From an optimization exercise on the open Yosys and OpenROAD flow, aimed at small area; shortcuts taken in it are not production practice. In this exercise RTL edits were held to simulation tests only and were not proved equivalent to the original. Power and IR drop assume default switching activity.

===== design/flow/run.sh =====
#!/bin/bash
# synth_recipe.tcl (not shown) runs the flow's synth.tcl, then flattens the netlist and writes it again
# the make line also repeats each setting of config.mk as NAME=value (left out here)
make -C /OpenROAD-flow-scripts/flow DESIGN_CONFIG=/design/flow/config.mk WORK_HOME=/design/flow/orfs CLKGATE_MAP_FILE= SYNTH_SCRIPT=/design/flow/synth_recipe.tcl finish

===== design/flow/constraint.sdc =====
create_clock -name core_clock -period 8.0 [get_ports {clk}]
set_input_delay 1.6000 -clock core_clock [delete_from_list [all_inputs] [get_ports {clk}]]
set_output_delay 1.6000 -clock core_clock [all_outputs]
set_load 0.01 [all_outputs]

===== design/flow/config.mk =====
export PLATFORM = sky130hd
export DESIGN_NAME = rv_core_top
export DESIGN_NICKNAME = rv_core_top
export VERILOG_FILES = /design/flow/design.v
export SDC_FILE = /design/flow/constraint.sdc
export NUM_CORES = 4
export LEC_CHECK = 0
export CAP_MARGIN = 20
export CORE_MARGIN = 2
export CORE_UTILIZATION = 40
export SLEW_MARGIN = 20

===== design/flow/design.v =====
package rv_pkg;
    localparam int XLEN       = 32;
    localparam int REG_ADDR_W = 5;
    localparam logic [6:0] OPC_OP     = 7'b0110011;
    localparam logic [6:0] OPC_OP_IMM = 7'b0010011;
    typedef struct packed {
        logic [11:0]           imm;
        logic [REG_ADDR_W-1:0] rs1;
        logic [2:0]            funct3;
        logic [REG_ADDR_W-1:0] rd;
        logic                  is_imm;
    } slot_t;
endpackage
module alu (
    input  logic [2:0]              funct3_i,
    input  logic                    alt_i,      
    input  logic                    is_imm_i,
    input  logic [rv_pkg::XLEN-1:0] a_i,
    input  logic [rv_pkg::XLEN-1:0] b_i,
    output logic [rv_pkg::XLEN-1:0] result_o
);
    logic        sub;
    logic [33:0] sum;
    logic        lt;
    logic        left;
    logic [31:0] a_rev;
    logic [31:0] sh_in;
    logic [32:0] sh_out;
    logic [31:0] sh;
    assign sub = (funct3_i == 3'd0 && alt_i && !is_imm_i) || funct3_i == 3'd2 || funct3_i == 3'd3;
    assign sum = {1'b0, a_i, 1'b1} + {1'b0, b_i ^ {32{sub}}, sub};
    assign lt  = (a_i[31] ^ b_i[31]) ? (funct3_i[0] ? b_i[31] : a_i[31]) : sum[32];
    assign left = funct3_i == 3'd1;
    always_comb begin
        for (int i = 0; i < 32; i++) a_rev[i] = a_i[31-i];
    end
    assign sh_in  = left ? a_rev : a_i;
    assign sh_out = $signed({alt_i && !left && a_i[31], sh_in}) >>> b_i[4:0];
    always_comb begin
        for (int i = 0; i < 32; i++) sh[i] = left ? sh_out[31-i] : sh_out[i];
    end
    always_comb begin
        case (funct3_i)
            3'd0:    result_o = sum[32:1];
            3'd1:    result_o = sh;
            3'd2:    result_o = {31'd0, lt};
            3'd3:    result_o = {31'd0, lt};
            3'd4:    result_o = a_i ^ b_i;
            3'd5:    result_o = sh;
            3'd6:    result_o = a_i | b_i;
            default: result_o = a_i & b_i;
        endcase
    end
endmodule
module register_file (
    input  logic                          clk,
    input  logic                          arst_n_i,
    input  logic [rv_pkg::REG_ADDR_W-1:0] rs1_nxt_i,
    input  logic [rv_pkg::REG_ADDR_W-1:0] rs2_nxt_i,
    input  logic                          use_imm_nxt_i,
    input  logic                          pend_we_i,
    input  logic [rv_pkg::REG_ADDR_W-1:0] pend_waddr_i,
    input  logic                          use_imm_i,
    input  logic [rv_pkg::XLEN-1:0]       imm_i,
    output logic [rv_pkg::XLEN-1:0]       rs1_data_o,
    output logic [rv_pkg::XLEN-1:0]       rs2_data_o,
    input  logic                          we_i,
    input  logic [rv_pkg::REG_ADDR_W-1:0] waddr_i,
    input  logic [rv_pkg::XLEN-1:0]       wdata_i
);
    logic [rv_pkg::XLEN-1:0] regs [1:31];
    logic [31:1]             valid;
    logic [31:1]             valid_nxt;
    logic [31:1]             wsel;
    logic                    fwd1_d;
    logic                    fwd2_d;
    logic [31:1]             sel1_d;
    logic [31:1]             sel2_d;
    logic                    fwd1;
    logic                    fwd2;
    logic [31:1]             sel1;
    logic [31:1]             sel2;
    always_comb begin
        for (int i = 1; i < 32; i++) begin
            wsel[i] = we_i && waddr_i == 5'(i);
        end
    end
    assign valid_nxt = valid | wsel;
    always_ff @(posedge clk or negedge arst_n_i) begin
        if (!arst_n_i) begin
            valid <= '0;
        end else begin
            valid <= valid_nxt;
        end
    end
    always_ff @(posedge clk) begin
        for (int i = 1; i < 32; i++) begin
            if (wsel[i]) regs[i] <= wdata_i;
        end
    end
    assign fwd1_d = pend_we_i && pend_waddr_i == rs1_nxt_i;
    assign fwd2_d = pend_we_i && pend_waddr_i == rs2_nxt_i && !use_imm_nxt_i;
    always_comb begin
        for (int i = 1; i < 32; i++) begin
            sel1_d[i] = rs1_nxt_i == 5'(i) && valid_nxt[i] && !fwd1_d;
            sel2_d[i] = rs2_nxt_i == 5'(i) && valid_nxt[i] && !fwd2_d && !use_imm_nxt_i;
        end
    end
    always_ff @(posedge clk) begin
        fwd1 <= fwd1_d;
        fwd2 <= fwd2_d;
        sel1 <= sel1_d;
        sel2 <= sel2_d;
    end
    always_comb begin
        rs1_data_o = {rv_pkg::XLEN{fwd1}} & wdata_i;
        rs2_data_o = ({rv_pkg::XLEN{fwd2}} & wdata_i) | ({rv_pkg::XLEN{use_imm_i}} & imm_i);
        for (int i = 1; i < 32; i++) begin
            rs1_data_o = rs1_data_o | ({rv_pkg::XLEN{sel1[i]}} & regs[i]);
            rs2_data_o = rs2_data_o | ({rv_pkg::XLEN{sel2[i]}} & regs[i]);
        end
    end
endmodule
module decode_stage (
    input  logic          clk,
    input  logic          arst_n_i,
    input  logic          instr_valid_i,
    input  logic [31:0]   instr_i,
    output rv_pkg::slot_t nxt_o,    
    output logic          ret_o,
    output rv_pkg::slot_t slot_o    
);
    logic          is_op;
    logic          is_op_imm;
    logic          legal;
    logic          retire;
    rv_pkg::slot_t slot_in;
    logic [2:0]    ret_q;
    rv_pkg::slot_t slot_a;
    rv_pkg::slot_t slot_b;
    rv_pkg::slot_t slot_c;
    assign is_op     = instr_i[6:0] == rv_pkg::OPC_OP;
    assign is_op_imm = instr_i[6:0] == rv_pkg::OPC_OP_IMM;
    always_comb begin
        legal = 1'b0;
        if (is_op) begin
            legal = (instr_i[31:25] == 7'b0000000) ||
                    (instr_i[31:25] == 7'b0100000 &&
                     (instr_i[14:12] == 3'd0 || instr_i[14:12] == 3'd5));
        end else if (is_op_imm) begin
            case (instr_i[14:12])
                3'd1:    legal = instr_i[31:25] == 7'b0000000;
                3'd5:    legal = instr_i[31:25] == 7'b0000000 ||
                                 instr_i[31:25] == 7'b0100000;
                default: legal = 1'b1;
            endcase
        end
    end
    assign retire = instr_valid_i && legal && (instr_i[11:7] != 5'd0);
    assign slot_in.imm    = instr_i[31:20];
    assign slot_in.rs1    = instr_i[19:15];
    assign slot_in.funct3 = instr_i[14:12];
    assign slot_in.rd     = instr_i[11:7];
    assign slot_in.is_imm = !instr_i[5];
    always_ff @(posedge clk or negedge arst_n_i) begin
        if (!arst_n_i) begin
            ret_q <= '0;
        end else begin
            ret_q <= {ret_q[1:0], retire};
        end
    end
    always_ff @(posedge clk) begin
        slot_a <= slot_in;
        slot_b <= slot_a;
        slot_c <= slot_b;
    end
    assign ret_o  = ret_q[2];
    assign slot_o = slot_c;
    assign nxt_o  = slot_b;
endmodule
module execute_stage (
    input  rv_pkg::slot_t             slot_i,
    input  logic [rv_pkg::XLEN-1:0]   rs1_data_i,
    input  logic [rv_pkg::XLEN-1:0]   rs2_data_i,
    output logic [rv_pkg::XLEN-1:0]   imm_o,
    output logic [rv_pkg::XLEN-1:0]   result_o
);
    assign imm_o = {{(rv_pkg::XLEN-12){slot_i.imm[11]}}, slot_i.imm};
    alu u_alu (
        .funct3_i (slot_i.funct3),
        .alt_i    (slot_i.imm[10]),
        .is_imm_i (slot_i.is_imm),
        .a_i      (rs1_data_i),
        .b_i      (rs2_data_i),
        .result_o (result_o)
    );
endmodule
module writeback_stage (
    input  logic                          clk,
    input  logic                          arst_n_i,
    input  logic                          ret_i,
    input  logic [rv_pkg::REG_ADDR_W-1:0] rd_i,
    input  logic [rv_pkg::XLEN-1:0]       result_i,
    output logic                          wb_valid_o,
    output logic [rv_pkg::REG_ADDR_W-1:0] wb_rd_o,
    output logic [rv_pkg::XLEN-1:0]       wb_data_o
);
    always_ff @(posedge clk or negedge arst_n_i) begin
        if (!arst_n_i) begin
            wb_valid_o <= 1'b0;
        end else begin
            wb_valid_o <= ret_i;
        end
    end
    always_ff @(posedge clk) begin
        wb_rd_o   <= rd_i;
        wb_data_o <= result_i;
    end
endmodule
module rv_core_top (
    input  logic                          clk,
    input  logic                          arst_n_i,
    input  logic                          instr_valid_i,
    input  logic [rv_pkg::XLEN-1:0]       instr_i,
    output logic                          wb_valid_o,
    output logic [rv_pkg::REG_ADDR_W-1:0] wb_rd_o,
    output logic [rv_pkg::XLEN-1:0]       wb_data_o
);
    logic                    ret;
    rv_pkg::slot_t           nxt;
    rv_pkg::slot_t           slot;
    logic [rv_pkg::XLEN-1:0] rs1_data;
    logic [rv_pkg::XLEN-1:0] rs2_data;
    logic [rv_pkg::XLEN-1:0] imm;
    logic [rv_pkg::XLEN-1:0] result;
    decode_stage u_decode (
        .clk           (clk),
        .arst_n_i      (arst_n_i),
        .instr_valid_i (instr_valid_i),
        .instr_i       (instr_i),
        .nxt_o         (nxt),
        .ret_o         (ret),
        .slot_o        (slot)
    );
    register_file u_regfile (
        .clk        (clk),
        .arst_n_i   (arst_n_i),
        .rs1_nxt_i     (nxt.rs1),
        .rs2_nxt_i     (nxt.imm[4:0]),
        .use_imm_nxt_i (nxt.is_imm),
        .pend_we_i     (ret),
        .pend_waddr_i  (slot.rd),
        .use_imm_i  (slot.is_imm),
        .imm_i      (imm),
        .rs1_data_o (rs1_data),
        .rs2_data_o (rs2_data),
        .we_i       (wb_valid_o),
        .waddr_i    (wb_rd_o),
        .wdata_i    (wb_data_o)
    );
    execute_stage u_execute (
        .slot_i     (slot),
        .rs1_data_i (rs1_data),
        .rs2_data_i (rs2_data),
        .imm_o      (imm),
        .result_o   (result)
    );
    writeback_stage u_writeback (
        .clk        (clk),
        .arst_n_i   (arst_n_i),
        .ret_i      (ret),
        .rd_i       (slot.rd),
        .result_i   (result),
        .wb_valid_o (wb_valid_o),
        .wb_rd_o    (wb_rd_o),
        .wb_data_o  (wb_data_o)
    );
endmodule

==> flow_metrics.env, run 1 <==
export IMPL_status="finished clean"
export IMPL_detail_route_antenna_nets=0
export IMPL_yosysSeqAreaShare=0.640
export IMPL_reg2reg_depth=16
export IMPL_die_h_um=369
export IMPL_synth_edf_count=992
export IMPL_viasPerCell=7.58
export IMPL_dpl_hpwl_um=149000
export IMPL_worstPathArrival_ns=6.32
export IMPL_internal_power_uw=10200
export IMPL_power_share_clock=0.428
export IMPL_p_sw_uw=3040
export IMPL_setup_tns_ns=0
export IMPL_topRoutingLayerUsed="met5"
export IMPL_rsz0062_at_grt="no"
export IMPL_clockRootBuffer="clkbuf_16"
export IMPL_route_met3_wl_um=48100
export IMPL_postCtsSetupBuffers=0
export IMPL_finalHoldViolations=0
export IMPL_switching_share=0.229
export IMPL_setup_viol=0
export IMPL_crit_buf_inv=2
export IMPL_max_freq_ghz=0.175
export IMPL_drive_above_1_share=0.125
export IMPL_drv_cap=0
export IMPL_critical_path_top_delay_family="compound AO/OA/AOI/OAI gates"
export IMPL_yosys_warnings=5
export IMPL_grt_pass1_wl_um=348000
export IMPL_seqPwrFrac=0.522
export IMPL_crit_chain="buf_4, buf_4, a22oi_1, nand4_1, nor3_1, nand2_1, xnor2_1, ha_1, and3_1, and2_1, a221oi_1, o31a_1, o31ai_2, xnor2_1, xnor2_1, o2bb2ai_1"
export IMPL_yosysTopAreaCell="edfxtp_1"
export IMPL_cts_max_level=3
export IMPL_syn_avg_cell_area_sq_um=13.3
export IMPL_max_stage_delay_ns=1.11
export IMPL_critPathRequiredTime_ns=8.61
export IMPL_cts_sinks=1201
export IMPL_yosysUniqueCellTypes=90
export IMPL_clkLatencyLatePin_ns=0.75
export IMPL_syn2layout_area_growth_pct=13.7
export IMPL_power_uw=13300
export IMPL_clock_skew_ns=0.0368
export IMPL_dr_first_iter_drc_count=11400
export IMPL_gr_usage_all_layers=0.369
export IMPL_fp_dieArea_sq_mm=0.136
export IMPL_met1_length_um=85600
export IMPL_criticalPathCategory="register to register"
export IMPL_design_area_sq_mm=0.0607
export IMPL_nNetsFinal=4234
export IMPL_initial_core_util=0.404
export IMPL_cp_common_cell="xnor2_1"
export IMPL_post_dp_cell_area_sq_mm=0.0567
export IMPL_dr_pass1_iters=13
export IMPL_comb_power_share=0.050
export IMPL_tightest_slew_ns=1.29
export IMPL_worst_path_stages=16
export IMPL_cp_start_kind="register"
export IMPL_route_detailed_drc=0
export IMPL_fin_crit_ns=5.71
export IMPL_synth_nets=4145
export IMPL_routed_wl_um=259000
export IMPL_grt_overflow_total=0
export IMPL_met2_length_um=104000
export IMPL_peakVddDrop_v=0.000195
export IMPL_end_kind="register"
export IMPL_ioPinCount=73
export IMPL_clockBufferDepth=3
export IMPL_yosys_top_cells_area="edfxtp_1 56%, a22oi_1 11%, dfxtp_1 6.5%"
export IMPL_synth_async_reset_ratio=0.0291
export IMPL_wl_per_cell_um=43.4
export IMPL_min_path_cells=0
export IMPL_cts_hold_buf=0
export IMPL_core_area_sq_mm=0.132
export IMPL_ctsResizeCount=0
export IMPL_via_count=45200
export IMPL_grt_max_degree=40
export IMPL_fillers=11600
export IMPL_period_share=0.713
export IMPL_grt_pass1_vias=42600
export IMPL_holdCritPathClass="register to register"
export IMPL_cts_buffers=120
export IMPL_die_x_um=369
export IMPL_powerDensity_mw_per_mm2=219
export IMPL_synth_seq_cells=1201
export IMPL_p_leak_uw=0.0197
export IMPL_clk_pin_slew_ns=0.06
export IMPL_crit_fanout=19
export IMPL_synth_top_cell_area_share=0.559
export IMPL_portBuffers=72
export IMPL_tritoncts="done"
export IMPL_syn_inst=4015
export IMPL_synth_area_sq_mm=0.0533
export IMPL_antenna_found_initial=13
export IMPL_std_cell_rows=133
export IMPL_synth_top_flop_cell="edfxtp_1"
export IMPL_slew_headroom=0.142
export IMPL_gp_congestion=1.00
export IMPL_final_max_slew_viol_count=0
export IMPL_cpMaxStageDelayCell="dfxtp_2"
## state kept, by name (all words and copies together), names as in the netlist
name                    flops
u_regfile.valid            31
u_regfile.sel2             31
u_writeback.wb_data_o      32
u_decode.slot_a            26
u_regfile.sel1             31
u_decode.slot_b            26
u_regfile.fwd2              1
u_regfile.fwd1              1
u_writeback.wb_valid_o      1
u_decode.ret_q              3
u_writeback.wb_rd_o         5
u_regfile.regs            992
u_decode.slot_c            21
## cell usage in the layout, fill, tap and decap left out, types with 20 or more instances in the layout
cell             count
edfxtp_1           992
a22oi_1            789
nand4_1            211
nand2_1            164
buf_4              163
nor2_1             123
clkbuf_16          122
a21oi_1            112
nor3_1             110
dfxtp_1            108
a221oi_1           104
inv_1              103
ha_1                95
a22o_1              94
mux2i_1             87
clkdlybuf4s50_1     72
dfxtp_2             64
xnor2_1             59
nand3_1             54
o21ai_0             52
dfrtp_1             35
nor2_4              33
a222oi_1            32
a21o_1              30
nor4_4              28
a31oi_1             27
clkinv_2            22
clkinv_1            21
clkbuf_1            20
## area by class of cell
type / instances / area, sq um / area share
Antenna cell: 5 / 12.5 / 0.000206
Clock buffer: 155 / 3300 / 0.0544
Clock inverter: 74 / 632 / 0.0104
Inverter: 108 / 408 / 0.00672
Multi-Input combinational cell: 2437 / 17900 / 0.295
Sequential cell: 1201 / 34200 / 0.564
Tap cell: 1755 / 2200 / 0.0362
Timing Repair Buffer: 236 / 1970 / 0.0325
## worst register-to-register path: stages, from the launching register on
cell and delay (ns):
dfxtp_2 1.11, buf_4 0.36, buf_4 0.32, a22oi_1 0.17, nand4_1 0.13, nor3_1 0.05, nand2_1 0.45, xnor2_1 0.17
ha_1 0.40, and3_1 0.25, and2_1 0.21, a221oi_1 0.35, o31a_1 0.36, o31ai_2 0.15, xnor2_1 0.76, xnor2_1 0.19
o2bb2ai_1 0.16
## cells by family (layout without fill, tap and decap cells)
kind of cell | Yosys count | after routing | share of synthesized area
DFF | 1201 | 1201 | 0.640
muxes | 101 | 101 | 0.0200
other | 0 | 5 | 0
adders and majority gates | 95 | 95 | 0.0223
AOI/OAI and AO/OA | 1370 | 1370 | 0.192
buffers and inverters | 377 | 573 | 0.0294
xor gates and xnor gates | 73 | 73 | 0.0120
and+or+nand+nor | 798 | 798 | 0.0835
## power by group through the flow
stage | sequential, uW | clock (uW) | combinational (uW)
finish | 6910 | 5670 | 666
global route | 6910 | 5910 | 702
CTS | 6910 | 5670 | 645
detailed placement | 7050 | 0 | 644
global placement | 7050 | 0 | 643
floorplan | 7110 | 0 | 268
## metal layers
layer  track usage  vias to the layer above
met5        0.0110                        -
met4         0.216                       12
met1         0.456                    21700
met2         0.524                     5309
met3         0.175                     1534
li1              -                    16600
## cells in the mapped netlist (all sizes together), types with 94 or more instances
master and instances:
edfxtp 992, a22oi 789, ha 95, nor3 111, dfxtp 174, a21oi 113, a22o 94, inv 107
nand2 166, a221oi 108, nand4 212, nor2 156, clkbuf 134, mux2i 96, buf 135
## path summary, 6_finish.rpt
kind                                             start                                end  slack (ns)
setup / recovery             u_regfile.sel2[1]$_DFF_P_  u_writeback.wb_data_o[31]$_DFF_P_        2.29
hold / removal             u_decode.slot_a[14]$_DFF_P_        u_decode.slot_b[14]$_DFF_P_        0.32
setup reg to reg             u_regfile.sel2[1]$_DFF_P_  u_writeback.wb_data_o[31]$_DFF_P_        2.29
hold reg to reg            u_decode.slot_a[14]$_DFF_P_        u_decode.slot_b[14]$_DFF_P_        0.32
max in group asynchronous                     arst_n_i       u_regfile.valid[6]$_DFF_PN0_        6.33
min in group asynchronous                     arst_n_i      u_regfile.valid[17]$_DFF_PN0_        1.31
## per-stage QoR
stage	worst slack, ns	instances	hold slack [ns]	utilization
finish	2.29	5971	0.316	0.460
global placement	2.74	5736	0.310	0.429
CTS	2.70	5966	0.322	0.459
global route	2.33	5966	0.332	0.460
detailed placement	2.74	5737	0.312	0.430
floorplan	3.83	4015	0.310	-
==> inputs of run 2 (changes only) <==
--- a/design/flow/design.v
+++ b/design/flow/design.v
@@ -22,32 +22,304 @@
     logic        sub;
-    logic [33:0] sum;
+    logic [31:0] bx;
+    logic [31:0] p;
+    logic [31:0] g;
+    logic [32:0] c;
+    logic [31:0] sum;
     logic        lt;
     logic        left;
-    logic [31:0] a_rev;
+    logic        fill;
     logic [31:0] sh_in;
-    logic [32:0] sh_out;
-    logic [31:0] sh;
+    logic [31:0] s0, s1, s2, s3, s4;
+    logic        op_sum, op_p, op_g, op_r, op_l, op_lt;
     assign sub = (funct3_i == 3'd0 && alt_i && !is_imm_i) || funct3_i == 3'd2 || funct3_i == 3'd3;
-    assign sum = {1'b0, a_i, 1'b1} + {1'b0, b_i ^ {32{sub}}, sub};
-    assign lt  = (a_i[31] ^ b_i[31]) ? (funct3_i[0] ? b_i[31] : a_i[31]) : sum[32];
-    assign left = funct3_i == 3'd1;
+    assign bx  = b_i ^ {32{sub}};
+    assign p   = a_i ^ bx;
+    assign g   = a_i & bx;
+    assign c[0] = sub;
+    logic [31:0] gg0;
+    assign gg0 = {g[31:1], g[0] | (p[0] & c[0])};
+    logic bg0;
+    logic bp0;
+    logic bg1;
+    logic bp1;
+    logic bg2;
+    logic bp2;
+    logic bg3;
+    logic bp3;
+    logic bg4;
+    logic bp4;
+    logic bg5;
+    logic bp5;
+    logic bg6;
+    logic bp6;
+    logic bg7;
+    logic bp7;
+    logic bg8;
+    logic bp8;
+    logic bg9;
+    logic bp9;
+    logic bg10;
+    logic bp10;
+    logic bg11;
+    logic bp11;
+    logic bg12;
+    logic bp12;
+    logic bg13;
+    logic bp13;
+    logic bg14;
+    logic bp14;
+    logic bg15;
+    logic bp15;
+    logic bg16;
+    logic bp16;
+    logic bg17;
+    logic bp17;
+    logic bg18;
+    logic bp18;
+    logic bg19;
+    logic bp19;
+    logic bg20;
+    logic bp20;
+    logic bg21;
+    logic bp21;
+    logic bg22;
+    logic bp22;
+    logic bg23;
+    logic bp23;
+    logic bg24;
+    logic bp24;
+    logic bg25;
+    logic bp25;
+    logic bg26;
+    logic bp26;
+    logic bg27;
+    logic bp27;
+    logic bg28;
+    logic bp28;
+    logic bg29;
+    logic bp29;
+    logic bg30;
+    logic bp30;
+    logic bg31;
+    logic bp31;
+    logic bg32;
+    logic bp32;
+    logic bg33;
+    logic bp33;
+    logic bg34;
+    logic bp34;
+    logic bg35;
+    logic bp35;
+    logic bg36;
+    logic bp36;
+    logic bg37;
+    logic bp37;
+    logic bg38;
+    logic bp38;
+    logic bg39;
+    logic bp39;
+    logic bg40;
+    logic bp40;
+    logic bg41;
+    logic bp41;
+    logic bg42;
+    logic bp42;
+    logic bg43;
+    logic bp43;
+    logic bg44;
+    logic bp44;
+    logic bg45;
+    logic bp45;
+    logic bg46;
+    logic bp46;
+    logic bg47;
+    logic bp47;
+    logic bg48;
+    logic bp48;
+    logic bg49;
+    logic bp49;
+    logic bg50;
+    logic bp50;
+    logic bg51;
+    logic bp51;
+    logic bg52;
+    logic bp52;
+    logic bg53;
+    logic bp53;
+    logic bg54;
+    logic bp54;
+    logic bg55;
+    logic bp55;
+    logic bg56;
+    logic bp56;
+    assign bg0 = gg0[1] | (p[1] & gg0[0]);
+    assign bp0 = p[1] & p[0];
+    assign bg1 = gg0[3] | (p[3] & gg0[2]);
+    assign bp1 = p[3] & p[2];
+    assign bg2 = gg0[5] | (p[5] & gg0[4]);
+    assign bp2 = p[5] & p[4];
+    assign bg3 = gg0[7] | (p[7] & gg0[6]);
+    assign bp3 = p[7] & p[6];
+    assign bg4 = gg0[9] | (p[9] & gg0[8]);
+    assign bp4 = p[9] & p[8];
+    assign bg5 = gg0[11] | (p[11] & gg0[10]);
+    assign bp5 = p[11] & p[10];
+    assign bg6 = gg0[13] | (p[13] & gg0[12]);
+    assign bp6 = p[13] & p[12];
+    assign bg7 = gg0[15] | (p[15] & gg0[14]);
+    assign bp7 = p[15] & p[14];
+    assign bg8 = gg0[17] | (p[17] & gg0[16]);
+    assign bp8 = p[17] & p[16];
+    assign bg9 = gg0[19] | (p[19] & gg0[18]);
+    assign bp9 = p[19] & p[18];
+    assign bg10 = gg0[21] | (p[21] & gg0[20]);
+    assign bp10 = p[21] & p[20];
+    assign bg11 = gg0[23] | (p[23] & gg0[22]);
+    assign bp11 = p[23] & p[22];
+    assign bg12 = gg0[25] | (p[25] & gg0[24]);
+    assign bp12 = p[25] & p[24];
+    assign bg13 = gg0[27] | (p[27] & gg0[26]);
+    assign bp13 = p[27] & p[26];
+    assign bg14 = gg0[29] | (p[29] & gg0[28]);
+    assign bp14 = p[29] & p[28];
+    assign bg15 = gg0[31] | (p[31] & gg0[30]);
+    assign bp15 = p[31] & p[30];
+    assign bg16 = bg1 | (bp1 & bg0);
+    assign bp16 = bp1 & bp0;
+    assign bg17 = bg3 | (bp3 & bg2);
+    assign bp17 = bp3 & bp2;
+    assign bg18 = bg5 | (bp5 & bg4);
+    assign bp18 = bp5 & bp4;
+    assign bg19 = bg7 | (bp7 & bg6);
+    assign bp19 = bp7 & bp6;
+    assign bg20 = bg9 | (bp9 & bg8);
+    assign bp20 = bp9 & bp8;
+    assign bg21 = bg11 | (bp11 & bg10);
+    assign bp21 = bp11 & bp10;
+    assign bg22 = bg13 | (bp13 & bg12);
+    assign bp22 = bp13 & bp12;
+    assign bg23 = bg15 | (bp15 & bg14);
+    assign bp23 = bp15 & bp14;
+    assign bg24 = bg17 | (bp17 & bg16);
+    assign bp24 = bp17 & bp16;
+    assign bg25 = bg19 | (bp19 & bg18);
+    assign bp25 = bp19 & bp18;
+    assign bg26 = bg21 | (bp21 & bg20);
+    assign bp26 = bp21 & bp20;
+    assign bg27 = bg23 | (bp23 & bg22);
+    assign bp27 = bp23 & bp22;
+    assign bg28 = bg25 | (bp25 & bg24);
+    assign bp28 = bp25 & bp24;
+    assign bg29 = bg27 | (bp27 & bg26);
+    assign bp29 = bp27 & bp26;
+    assign bg30 = bg29 | (bp29 & bg28);
+    assign bp30 = bp29 & bp28;
+    assign bg31 = bg26 | (bp26 & bg28);
+    assign bp31 = bp26 & bp28;
+    assign bg32 = bg18 | (bp18 & bg24);
+    assign bp32 = bp18 & bp24;
+    assign bg33 = bg20 | (bp20 & bg28);
+    assign bp33 = bp20 & bp28;
+    assign bg34 = bg22 | (bp22 & bg31);
+    assign bp34 = bp22 & bp31;
+    assign bg35 = bg2 | (bp2 & bg16);
+    assign bp35 = bp2 & bp16;
+    assign bg36 = bg4 | (bp4 & bg24);
+    assign bp36 = bp4 & bp24;
+    assign bg37 = bg6 | (bp6 & bg32);
+    assign bp37 = bp6 & bp32;
+    assign bg38 = bg8 | (bp8 & bg28);
+    assign bp38 = bp8 & bp28;
+    assign bg39 = bg10 | (bp10 & bg33);
+    assign bp39 = bp10 & bp33;
+    assign bg40 = bg12 | (bp12 & bg31);
+    assign bp40 = bp12 & bp31;
+    assign bg41 = bg14 | (bp14 & bg34);
+    assign bp41 = bp14 & bp34;
+    assign bg42 = gg0[2] | (p[2] & bg0);
+    assign bp42 = p[2] & bp0;
+    assign bg43 = gg0[4] | (p[4] & bg16);
+    assign bp43 = p[4] & bp16;
+    assign bg44 = gg0[6] | (p[6] & bg35);
+    assign bp44 = p[6] & bp35;
+    assign bg45 = gg0[8] | (p[8] & bg24);
+    assign bp45 = p[8] & bp24;
+    assign bg46 = gg0[10] | (p[10] & bg36);
+    assign bp46 = p[10] & bp36;
+    assign bg47 = gg0[12] | (p[12] & bg32);
+    assign bp47 = p[12] & bp32;
+    assign bg48 = gg0[14] | (p[14] & bg37);
+    assign bp48 = p[14] & bp37;
+    assign bg49 = gg0[16] | (p[16] & bg28);
+    assign bp49 = p[16] & bp28;
+    assign bg50 = gg0[18] | (p[18] & bg38);
+    assign bp50 = p[18] & bp38;
+    assign bg51 = gg0[20] | (p[20] & bg33);
+    assign bp51 = p[20] & bp33;
+    assign bg52 = gg0[22] | (p[22] & bg39);
+    assign bp52 = p[22] & bp39;
+    assign bg53 = gg0[24] | (p[24] & bg31);
+    assign bp53 = p[24] & bp31;
+    assign bg54 = gg0[26] | (p[26] & bg40);
+    assign bp54 = p[26] & bp40;
+    assign bg55 = gg0[28] | (p[28] & bg34);
+    assign bp55 = p[28] & bp34;
+    assign bg56 = gg0[30] | (p[30] & bg41);
+    assign bp56 = p[30] & bp41;
+    assign c[1] = gg0[0];
+    assign c[2] = bg0;
+    assign c[3] = bg42;
+    assign c[4] = bg16;
+    assign c[5] = bg43;
+    assign c[6] = bg35;
+    assign c[7] = bg44;
+    assign c[8] = bg24;
+    assign c[9] = bg45;
+    assign c[10] = bg36;
+    assign c[11] = bg46;
+    assign c[12] = bg32;
+    assign c[13] = bg47;
+    assign c[14] = bg37;
+    assign c[15] = bg48;
+    assign c[16] = bg28;
+    assign c[17] = bg49;
+    assign c[18] = bg38;
+    assign c[19] = bg50;
+    assign c[20] = bg33;
+    assign c[21] = bg51;
+    assign c[22] = bg39;
+    assign c[23] = bg52;
+    assign c[24] = bg31;
+    assign c[25] = bg53;
+    assign c[26] = bg40;
+    assign c[27] = bg54;
+    assign c[28] = bg34;
+    assign c[29] = bg55;
+    assign c[30] = bg41;
+    assign c[31] = bg56;
+    assign c[32] = bg30;
+    assign sum = p ^ c[31:0];
+    assign lt = (a_i[31] ^ b_i[31]) ? (funct3_i[0] ? b_i[31] : a_i[31]) : sum[31];
+    assign left = !funct3_i[2];
+    assign fill = alt_i && !left && a_i[31];
     always_comb begin
-        for (int i = 0; i < 32; i++) a_rev[i] = a_i[31-i];
+        for (int i = 0; i < 32; i++) sh_in[i] = left ? a_i[31-i] : a_i[i];
     end
-    assign sh_in  = left ? a_rev : a_i;
-    assign sh_out = $signed({alt_i && !left && a_i[31], sh_in}) >>> b_i[4:0];
+    assign s0 = b_i[0] ? {fill,       sh_in[31:1]}  : sh_in;
+    assign s1 = b_i[1] ? {{2{fill}},  s0[31:2]}  : s0;
+    assign s2 = b_i[2] ? {{4{fill}},  s1[31:4]}  : s1;
+    assign s3 = b_i[3] ? {{8{fill}},  s2[31:8]}  : s2;
+    assign s4 = b_i[4] ? {{16{fill}}, s3[31:16]} : s3;
+    assign op_sum = funct3_i == 3'd0;
+    assign op_p   = funct3_i == 3'd4 || funct3_i == 3'd6;
+    assign op_g   = funct3_i == 3'd6 || funct3_i == 3'd7;
+    assign op_r   = funct3_i == 3'd5;
+    assign op_l   = funct3_i == 3'd1;
+    assign op_lt  = funct3_i == 3'd2 || funct3_i == 3'd3;
     always_comb begin
-        for (int i = 0; i < 32; i++) sh[i] = left ? sh_out[31-i] : sh_out[i];
-    end
-    always_comb begin
-        case (funct3_i)
-            3'd0:    result_o = sum[32:1];
-            3'd1:    result_o = sh;
-            3'd2:    result_o = {31'd0, lt};
-            3'd3:    result_o = {31'd0, lt};
-            3'd4:    result_o = a_i ^ b_i;
-            3'd5:    result_o = sh;
-            3'd6:    result_o = a_i | b_i;
-            default: result_o = a_i & b_i;
-        endcase
+        for (int i = 0; i < 32; i++) begin
+            result_o[i] = (op_sum & sum[i]) | (op_p & p[i]) | (op_g & g[i]) |
+                          (op_r & s4[i]) | (op_l & s4[31-i]);
+        end
+        result_o[0] = result_o[0] | (op_lt & lt);
     end
==> design/flow/flow/run.sh (new file) <==
#!/bin/bash
# The standard layout (standard.sh) with two changes:
#  - ABC maps the logic with area recovery against a relaxed delay target
#    (flow/abc_area.script instead of ORFS's abc_speed.script); registers,
#    their names and the rest of the synthesis script stay as the standard flow's;
#  - CTS inserts no dummy loads and clusters up to 20 sinks per buffer;
#  - the port buffers are buf_1 cells.
# The make output goes to standard.log, each ORFS step's log to orfs/logs/.
set -euo pipefail
D=$(pwd)
{
  cat <<'EOT'
proc abc {args} {
  set i [lsearch $args -script]
  if {$i >= 0} { lset args [expr {$i + 1}] $::env(FLOW_ABC_SCRIPT) }
  yosys abc {*}$args
}
EOT
  cat synth_recipe.tcl
} > flow_synth.tcl
sed "s#SYNTH_SCRIPT=[^ ]*#SYNTH_SCRIPT=$D/flow_synth.tcl#" standard.sh > flow_standard.sh
grep -q "SYNTH_SCRIPT=$D/flow_synth.tcl" flow_standard.sh
export FLOW_ABC_SCRIPT=$D/flow/abc_area.script
export CTS_ARGS="-sink_clustering_enable -repair_clock_nets -sink_clustering_size 20 -sink_clustering_max_diameter 100 -dont_use_dummy_load"
export BUFFER_PORTS_ARGS="-buffer_cell sky130_fd_sc_hd__buf_1"
bash flow_standard.sh "$@" > standard.log 2>&1
==> design/flow/flow/abc_area.script (new file) <==
strash
dch
map -B 0.9
topo
stime -c
buffer -c
upsize -c
dnsize -c
&get -n
&st
&dch
&nf -R 1000 -p -F 8 -A 4 -a
&st
&syn2
&if -g -K 6
&synch2
&nf -R 1000 -p -F 8 -A 4 -a
&st
&syn2
&if -g -K 6
&synch2
&nf -R 1000 -p -F 8 -A 4 -a
&put
buffer -c
topo
stime -c
upsize -c
dnsize -c
==> design/flow/standard.sh (new file) <==
#!/bin/bash
# synth_recipe.tcl (not shown) runs the flow's synth.tcl, then flattens the netlist and writes it again
# the make line also repeats each setting of config.mk as NAME=value (left out here)
make -C /OpenROAD-flow-scripts/flow DESIGN_CONFIG=/design/flow/config.mk WORK_HOME=/design/flow/orfs CLKGATE_MAP_FILE= SYNTH_SCRIPT=/design/flow/synth_recipe.tcl "${@:-finish}"
--- a/design/flow/config.mk
+++ b/design/flow/config.mk
@@ -7,5 +7,5 @@
 export LEC_CHECK = 0
-export CAP_MARGIN = 20
+export CAP_MARGIN = 5
 export CORE_MARGIN = 2
 export CORE_UTILIZATION = 40
-export SLEW_MARGIN = 20
+export SLEW_MARGIN = 5
removed: design/flow/run.sh
==> run 2 against run 1 <==
Net effect: utilization fell by 1.4 points; maximum frequency fell by 23%; first-iteration DRC count fell by 1.2%; global-route usage rose by 2.2 points; clock power fell by 35%; critical path type unchanged; critical endpoint is now u_writeback.wb_data_o[0]$_DFF_P_.
==> flow_metrics.env, run 2 <==
export IMPL_grt_pass1_wl_um=346000
export IMPL_drv_cap=0
export IMPL_yosysUniqueCellTypes=67
export IMPL_max_stage_delay_ns=1.04
export IMPL_powerDensity_mw_per_mm2=201
export IMPL_fillers=11200
export IMPL_fin_crit_ns=7.44
export IMPL_gp_congestion=1.03
export IMPL_crit_fanout=13
export IMPL_dr_first_iter_drc_count=11300
export IMPL_comb_power_share=0.055
export IMPL_syn2layout_area_growth_pct=10.5
export IMPL_initial_core_util=0.403
export IMPL_min_from="u_decode.slot_b[19]$_DFF_P_"
export IMPL_top_regs="u_regfile.regs x992, u_writeback.wb_data_o x32"
export IMPL_timing_rr_start="u_decode.slot_c[0]$_DFF_P_"
export IMPL_switching_share=0.231
export IMPL_gr_usage_all_layers=0.392
export IMPL_yosysSeqAreaShare=0.674
export IMPL_seqPwrFrac=0.619
export IMPL_p_sw_uw=2610
export IMPL_setup_tns_ns=0
export IMPL_die_h_um=360
export IMPL_top_register="u_regfile.regs"
export IMPL_syn_avg_cell_area_sq_um=13.6
export IMPL_drive_above_1_share=0.116
export IMPL_cts_max_level=3
export IMPL_post_dp_cell_area_sq_mm=0.0542
export IMPL_layout_commonest_cell="edfxtp_1"
export IMPL_dp_worst_setup_slack_ns=0.848
export IMPL_cts_sinks=1201
export IMPL_status="finished clean"
export IMPL_synth_nets=3812
export IMPL_wl_per_cell_um=47.7
export IMPL_power_share_clock=0.326
export IMPL_setup_viol=0
export IMPL_grt_max_degree=69
export IMPL_viasPerCell=7.89
export IMPL_via_count=43500
export IMPL_finalHoldViolations=0
export IMPL_synth_edf_count=992
export IMPL_design_area_sq_mm=0.0560
export IMPL_detail_route_antenna_nets=0
export IMPL_cp_start_kind="register"
export IMPL_synth_seq_cells=1201
export IMPL_clock_skew_ns=0.0927
export IMPL_clk_pin_slew_ns=0.08
export IMPL_rsz0062_at_grt="no"
export IMPL_critPathRequiredTime_ns=8.59
export IMPL_synth_area_sq_mm=0.0507
export IMPL_final_max_slew_viol_count=0
export IMPL_route_detailed_drc=0
export IMPL_yosys_top_cells_count="992 x edfxtp_1, 859 x a22oi_1, 196 x nand4_1"
export IMPL_largest_reg_flops=992
export IMPL_synth_top_flop_cell="edfxtp_1"
export IMPL_dr_pass1_iters=10
export IMPL_period_share=0.930
export IMPL_dpl_hpwl_um=159000
export IMPL_tritoncts="done"
export IMPL_criticalPathCategory="register to register"
export IMPL_synth_async_reset_ratio=0.0291
export IMPL_slew_headroom=0.0887
export IMPL_yosys_warnings=5
export IMPL_synth_top_cell_area_share=0.588
export IMPL_clockRootBuffer="clkbuf_16"
export IMPL_cpMaxStageDelayCell="nor3_1"
export IMPL_grt_pass1_vias=39800
export IMPL_timing_final_ws_setup_ns=0.558
export IMPL_multiInputGateArea_sq_mm=0.0156
export IMPL_postCtsSetupBuffers=0
export IMPL_routed_wl_um=263000
export IMPL_clockBufferDepth=3
export IMPL_cts_buffers=73
export IMPL_ioPinCount=73
export IMPL_yosysTopAreaCell="edfxtp_1"
export IMPL_core_area_sq_mm=0.126
export IMPL_end_kind="register"
export IMPL_rrSetupSlack_ns=0.56
export IMPL_ctsResizeCount=0
export IMPL_die_x_um=360
export IMPL_yosys_top_cells_area="edfxtp_1 59%, a22oi_1 13%, dfxtp_1 6.9%"
export IMPL_worstPathArrival_ns=8.04
export IMPL_syn_inst=3729
export IMPL_holdCritPathClass="register to register"
export IMPL_std_cell_rows=130
export IMPL_internal_power_uw=8670
export IMPL_reg2reg_depth=29
export IMPL_seq_area_sq_mm=0.0342
export IMPL_hold_end="u_decode.slot_c[19]$_DFF_P_"
export IMPL_portBuffers=72
export IMPL_tightest_slew_ns=1.36
export IMPL_cts_hold_buf=0
export IMPL_nNetsFinal=3926
export IMPL_p_leak_uw=0.0184
export IMPL_min_path_cells=0
export IMPL_layout_common_cells="992 x edfxtp_1, 859 x a22oi_1, 219 x buf_4"
export IMPL_fp_dieArea_sq_mm=0.130
export IMPL_antenna_found_initial=12
export IMPL_max_freq_ghz=0.134
export IMPL_timing_rr_end="u_writeback.wb_data_o[0]$_DFF_P_"
export IMPL_grt_overflow_total=0
export IMPL_peakVddDrop_v=0.000180
export IMPL_yosysMostFrequentCell="edfxtp_1"
export IMPL_cp_common_cell="a21oi_1"
export IMPL_clkLatencyLatePin_ns=0.73
-- run 2: cell count changes after synthesis, sizes merged, moves of 33 or more --
cell	previous run	this run
nand3	54	107
a22oi	789	859
ha	95	32
a21oi	113	79
a221oi	108	75
nor3	111	47
inv	107	56
buf	135	94
clkbuf	134	167
nor2	156	118
mux2i	96	33
-- run 2: metal layers --
layer / global-route usage / routed length, um / vias to the layer above
li1: - / - / 15600
met3: 0.204 / 49500 / 1529
met5: 0.00925 / 215 / -
met4: 0.246 / 22900 / 8
met2: 0.533 / 102000 / 5311
met1: 0.486 / 88000 / 21000
-- run 2: worst max-delay path by stage --
stage	startpoint	to	slack [ns]	cells after the start
global route	u_decode.slot_c[0]$_DFF_P_	u_writeback.wb_data_o[0]$_DFF_P_	0.18	29
finish	u_decode.slot_c[0]$_DFF_P_	u_writeback.wb_data_o[0]$_DFF_P_	0.56	29
floorplan	u_writeback.wb_data_o[4]$_DFF_P_	u_writeback.wb_data_o[0]$_DFF_P_	1.24	35
global placement	u_decode.slot_c[0]$_DFF_P_	u_writeback.wb_data_o[0]$_DFF_P_	0.94	32
CTS	u_decode.slot_c[0]$_DFF_P_	u_writeback.wb_data_o[0]$_DFF_P_	0.82	32
detailed placement	u_decode.slot_c[0]$_DFF_P_	u_writeback.wb_data_o[0]$_DFF_P_	0.85	32
-- run 2: kinds of logic (layout without fill, tap and decap cells) --
group / after synthesis / in the layout / synth area share
fa+ha+maj: 48 / 48 / 0.0142
flops: 1201 / 1201 / 0.674
other cells: 0 / 18 / 0
simple gates: 779 / 779 / 0.0807
xor+xnor: 45 / 45 / 0.00777
buf+inv: 318 / 430 / 0.0244
mux: 41 / 41 / 0.00851
compound gates: 1297 / 1297 / 0.191
-- run 2: area by class of cell --
class	count	share of cell area
antenna	18	0.000804
clock buffer	73	0.0326
inverter	57	0.00382
multi-input combinational	2210	0.278
sequential	1201	0.611
tap	1650	0.0368
timing repair buffer	300	0.0374
-- run 2: power by group through the flow --
| stage | sequential, uW | combinational [uW] | clock, uW |
|---|---|---|---|
| final | 6980 | 624 | 3670 |
| after global routing | 6980 | 656 | 3880 |
| after CTS | 6970 | 599 | 3650 |
| after detailed placement | 7120 | 598 | 0 |
| after global placement | 7120 | 599 | 0 |
| after floorplan | 7160 | 235 | 0 |
-- run 2: per-stage QoR --
| step | util | hold slack [ns] | cells | total power (uW) |
|---|---|---|---|---|
| floorplan | - | 0.310 | 3729 | 7400 |
| global placement | 0.431 | 0.310 | 5418 | 7710 |
| detailed placement | 0.431 | 0.312 | 5418 | 7710 |
| CTS | 0.445 | 0.303 | 5491 | 11200 |
| global route | 0.445 | 0.320 | 5493 | 11500 |
| finish | 0.446 | 0.303 | 5509 | 11300 |
-- run 2: critical path, delay by kind of cell (launching register included) --
kind	cells	cell delay (ns)
AND/OR/NAND/NOR	6	1.69
adder cells (fa/ha/maj)	2	0.92
AO/OA/AOI/OAI	19	3.57
XOR/XNOR	2	0.38
flip-flops	1	0.76
==> inputs of run 3 (changes only) <==
--- a/design/flow/flow/run.sh
+++ b/design/flow/flow/run.sh
@@ -5,3 +5,3 @@
 #    their names and the rest of the synthesis script stay as the standard flow's;
-#  - CTS inserts no dummy loads and clusters up to 20 sinks per buffer;
+#  - CTS inserts no dummy loads and clusters up to 15 sinks per clkbuf_8;
 #  - the port buffers are buf_1 cells.
@@ -23,3 +23,3 @@
 export FLOW_ABC_SCRIPT=$D/flow/abc_area.script
-export CTS_ARGS="-sink_clustering_enable -repair_clock_nets -sink_clustering_size 20 -sink_clustering_max_diameter 100 -dont_use_dummy_load"
+export CTS_ARGS="-sink_clustering_enable -repair_clock_nets -sink_clustering_size 15 -sink_clustering_max_diameter 80 -buf_list sky130_fd_sc_hd__clkbuf_8 -dont_use_dummy_load"
 export BUFFER_PORTS_ARGS="-buffer_cell sky130_fd_sc_hd__buf_1"
==> design/flow/flow/abc_area.script (replaced) <==
strash
&get -n
&st
&dch -f
&nf -R 1000 -p -a -F 10 -A 10
&put
topo
stime -c
buffer -c
upsize -c
dnsize -c
==> run 3 against run 2 <==
Net effect: still clean on timing, DRC and antenna; worst hold slack improved by 0.027 ns; register-to-register slack better by 0.53 ns; via count is 13% lower; first-iteration DRC count fell by 9.3%; critical endpoint unchanged; largest cell class unchanged; largest power group unchanged; highest routed layer unchanged.
==> flow_metrics.env, run 3 <==
export IMPL_status="finished clean"
export IMPL_clkLatencyLatePin_ns=0.81
export IMPL_top_register="u_regfile.regs"
export IMPL_route_detailed_drc=0
export IMPL_drv_cap=0
export IMPL_synth_edf_count=992
export IMPL_fp_dieArea_sq_mm=0.128
export IMPL_std_cell_rows=129
export IMPL_finalHoldViolations=0
export IMPL_grt_pass1_wl_um=279000
export IMPL_via_count=38000
export IMPL_cts_hold_buf=0
export IMPL_dr_pass1_iters=13
export IMPL_max_stage_delay_ns=0.64
export IMPL_synth_nets=3568
export IMPL_layout_common_cells="992 x edfxtp_1, 434 x a222oi_1, 252 x a22oi_1"
export IMPL_synth_top_family_by_area="compound AO/OA/AOI/OAI gates"
export IMPL_internal_power_uw=8010
export IMPL_synth_async_reset_ratio=0.0291
export IMPL_synth_simple_gate_area_frac=0.0803
export IMPL_crit_fanout=14
export IMPL_p_leak_uw=0.0168
export IMPL_syn_inst=3485
export IMPL_synth_top_cell_area_share=0.596
export IMPL_setup_tns_ns=0
export IMPL_rsz0062_at_grt="no"
export IMPL_portBuffers=72
export IMPL_crit_buf_inv=1
export IMPL_syn_avg_cell_area_sq_um=14.3
export IMPL_peakVddDrop_v=0.000119
export IMPL_cts_buffers=91
export IMPL_startpoint="u_regfile.sel2[21]$_DFF_P_"
export IMPL_timing_rr_start="u_regfile.sel2[21]$_DFF_P_"
export IMPL_powerDensity_mw_per_mm2=193
export IMPL_synth_seq_cells=1201
export IMPL_synth_area_sq_mm=0.0500
export IMPL_yosys_top_cells_area="edfxtp_1 60%, a222oi_1 8.7%, dfxtp_1 7.0%"
export IMPL_initial_core_util=0.404
export IMPL_yosys_top_cells_count="992 x edfxtp_1, 434 x a222oi_1, 252 x a22oi_1"
export IMPL_tritoncts="done"
export IMPL_holdWs_ns=0.330
export IMPL_grt_overflow_total=0
export IMPL_critical_path_top_delay_family="compound AO/OA/AOI/OAI gates"
export IMPL_final_max_slew_viol_count=0
export IMPL_cts_sinks=1201
export IMPL_yosysSeqAreaShare=0.683
export IMPL_routed_wl_um=204000
export IMPL_cpMaxStageDelayCell="dfxtp_1"
export IMPL_yosys_warnings=5
export IMPL_syn2layout_area_growth_pct=8.04
export IMPL_wl_per_cell_um=39.3
export IMPL_postCtsSetupBuffers=0
export IMPL_dr_first_iter_drc_count=10200
export IMPL_antenna_found_initial=13
export IMPL_detail_route_antenna_nets=0
export IMPL_synth_adder_area_share=0.0144
export IMPL_yosysMostFrequentCell="edfxtp_1"
export IMPL_dpl_hpwl_um=132000
export IMPL_viasPerCell=7.33
export IMPL_ioPinCount=73
export IMPL_p_sw_uw=2400
export IMPL_cts_max_level=3
export IMPL_gp_congestion=0.974
export IMPL_layout_commonest_cell="edfxtp_1"
export IMPL_largest_reg_flops=992
export IMPL_worstPathArrival_ns=7.55
export IMPL_max_freq_ghz=0.145
export IMPL_slew_headroom=0.0561
export IMPL_cp_start_kind="register"
export IMPL_min_from="u_decode.slot_b[3]$_DFF_P_"
export IMPL_comb_power_share=0.051
export IMPL_die_h_um=358
export IMPL_seqPwrFrac=0.664
export IMPL_fin_crit_ns=6.92
export IMPL_critPathRequiredTime_ns=8.64
export IMPL_gr_usage_all_layers=0.310
export IMPL_period_share=0.864
export IMPL_muxShareOfSynthArea=0.0213
export IMPL_nNetsFinal=3626
export IMPL_drive_above_1_share=0.112
export IMPL_clockRootBuffer="clkbuf_8"
export IMPL_yosysTopAreaCell="edfxtp_1"
export IMPL_setup_viol=0
export IMPL_grt_max_degree=50
export IMPL_tightest_slew_ns=1.42
export IMPL_clockBufferDepth=3
export IMPL_clk_pin_slew_ns=0.10
export IMPL_cp_common_cell="a21oi_1"
export IMPL_core_area_sq_mm=0.124
export IMPL_criticalPathCategory="register to register"
export IMPL_holdCritPathClass="register to register"
export IMPL_die_x_um=358
export IMPL_power_share_clock=0.284
export IMPL_yosysUniqueCellTypes=61
export IMPL_ctsResizeCount=0
export IMPL_synth_top_flop_cell="edfxtp_1"
export IMPL_synth_compound_area_frac=0.165
export IMPL_synth_xor_area_frac=0.0105
export IMPL_clock_skew_ns=0.0815
export IMPL_switching_share=0.230
export IMPL_end_kind="register"
export IMPL_grt_pass1_vias=35500
export IMPL_top_regs="u_regfile.regs x992, u_writeback.wb_data_o x32"
export IMPL_fillers=11000
## run 3: cell type report
type                    instances  area (sq um)  area share
inverters                      39           146     0.00271
repair buffers                232          1470      0.0273
well taps                    1637          2050      0.0379
diodes                          7          17.5    0.000324
multi-input cells            1978         14800       0.275
clock buffers                  91          1250      0.0232
flip-flops and latches       1201         34200       0.634
## run 3: path summary, 6_finish.rpt
kind / slack [ns] / end / cells past startpoint
max in group asynchronous: 6.40 / u_regfile.valid[11]$_DFF_PN0_ / 1
min in group asynchronous: 0.92 / u_decode.ret_q[1]$_DFF_PN0_ / 1
hold reg to reg: 0.33 / u_decode.slot_c[3]$_DFF_P_ / 0
hold / removal: 0.33 / u_decode.slot_c[3]$_DFF_P_ / 0
setup / recovery: 1.08 / u_writeback.wb_data_o[0]$_DFF_P_ / 28
setup reg to reg: 1.08 / u_writeback.wb_data_o[0]$_DFF_P_ / 28
## run 3: kinds of logic after synthesis
group | after synthesis
compound gates | 974
mux | 104
fa+ha+maj | 48
buf+inv | 306
simple gates | 792
xor+xnor | 60
flops | 1201
## run 3: worst reg2reg max path: cells and delay by family, from the launching register on
kind            cells  cell delay, ns
compound gates     16            3.31
simple gates        7            1.21
fa+ha+maj           2            0.82
flops               1            0.64
buf+inv             1            0.39
xor+xnor            2            0.36
## run 3: per-stage QoR
| stage | total power (uW) | utilization | std cells | area (sq um) | setup slack (ns) |
|---|---|---|---|---|---|
| floorplan | 7320 | - | 3485 | 50000 | 1.82 |
| global placement | 7570 | 0.426 | 5087 | 52700 | 1.29 |
| detailed placement | 7580 | 0.426 | 5087 | 52700 | 1.30 |
| CTS | 10400 | 0.436 | 5178 | 54000 | 1.22 |
| global route | 10700 | 0.436 | 5182 | 54000 | 0.621 |
| finish | 10400 | 0.436 | 5185 | 54000 | 1.08 |
## run 3: power groups by stage
stage | combinational (uW) | clock, uW | sequential [uW]
3_3_place_gp | 515 | 0 | 7060
4_1_cts | 519 | 2970 | 6920
5_1_grt | 566 | 3160 | 6920
3_5_place_dp | 519 | 0 | 7060
2_1_floorplan | 204 | 0 | 7110
6_report | 535 | 2960 | 6920
## run 3: metal layers
layer	global-route usage	up-vias	part of all wire
met5	0	-	0.00023
li1	-	14800	-
met1	0.404	18600	0.35
met3	0.114	786	0.17
met2	0.453	3857	0.42
met4	0.163	8	0.065

## what the ideal ports hide
How much do the figures lean on ideal ports? The routed layouts below were timed once more, with nothing changed but the port constraints. Step 1: set_driving_cell puts a clkbuf_16 on clk and a buf_2 on each other input, an assumption about the parent block. Step 2, shift: input delay + t, output delay - t, t = (earliest + latest rising clock arrival at the registers) / 2. This alone moves slack from input paths to output paths. Three values: ideal, step 1, step 2; two values: the first two.
run	t (ns)	setup WS [ns]	worst setup path at the end	latest minus earliest clock arrival (ns)	worst data-port slew with drivers (ns)
run 1	0.808	2.294 / 2.294 / 2.294	register to register	0.037 / 0.037	0.04
run 2	0.768	0.558 / 0.558 / 0.558	register to register	0.095 / 0.095	0.04
run 3	0.842	1.085 / 1.085 / 1.085	register to register	0.091 / 0.090	0.06
After both steps every run listed still meets setup and hold.
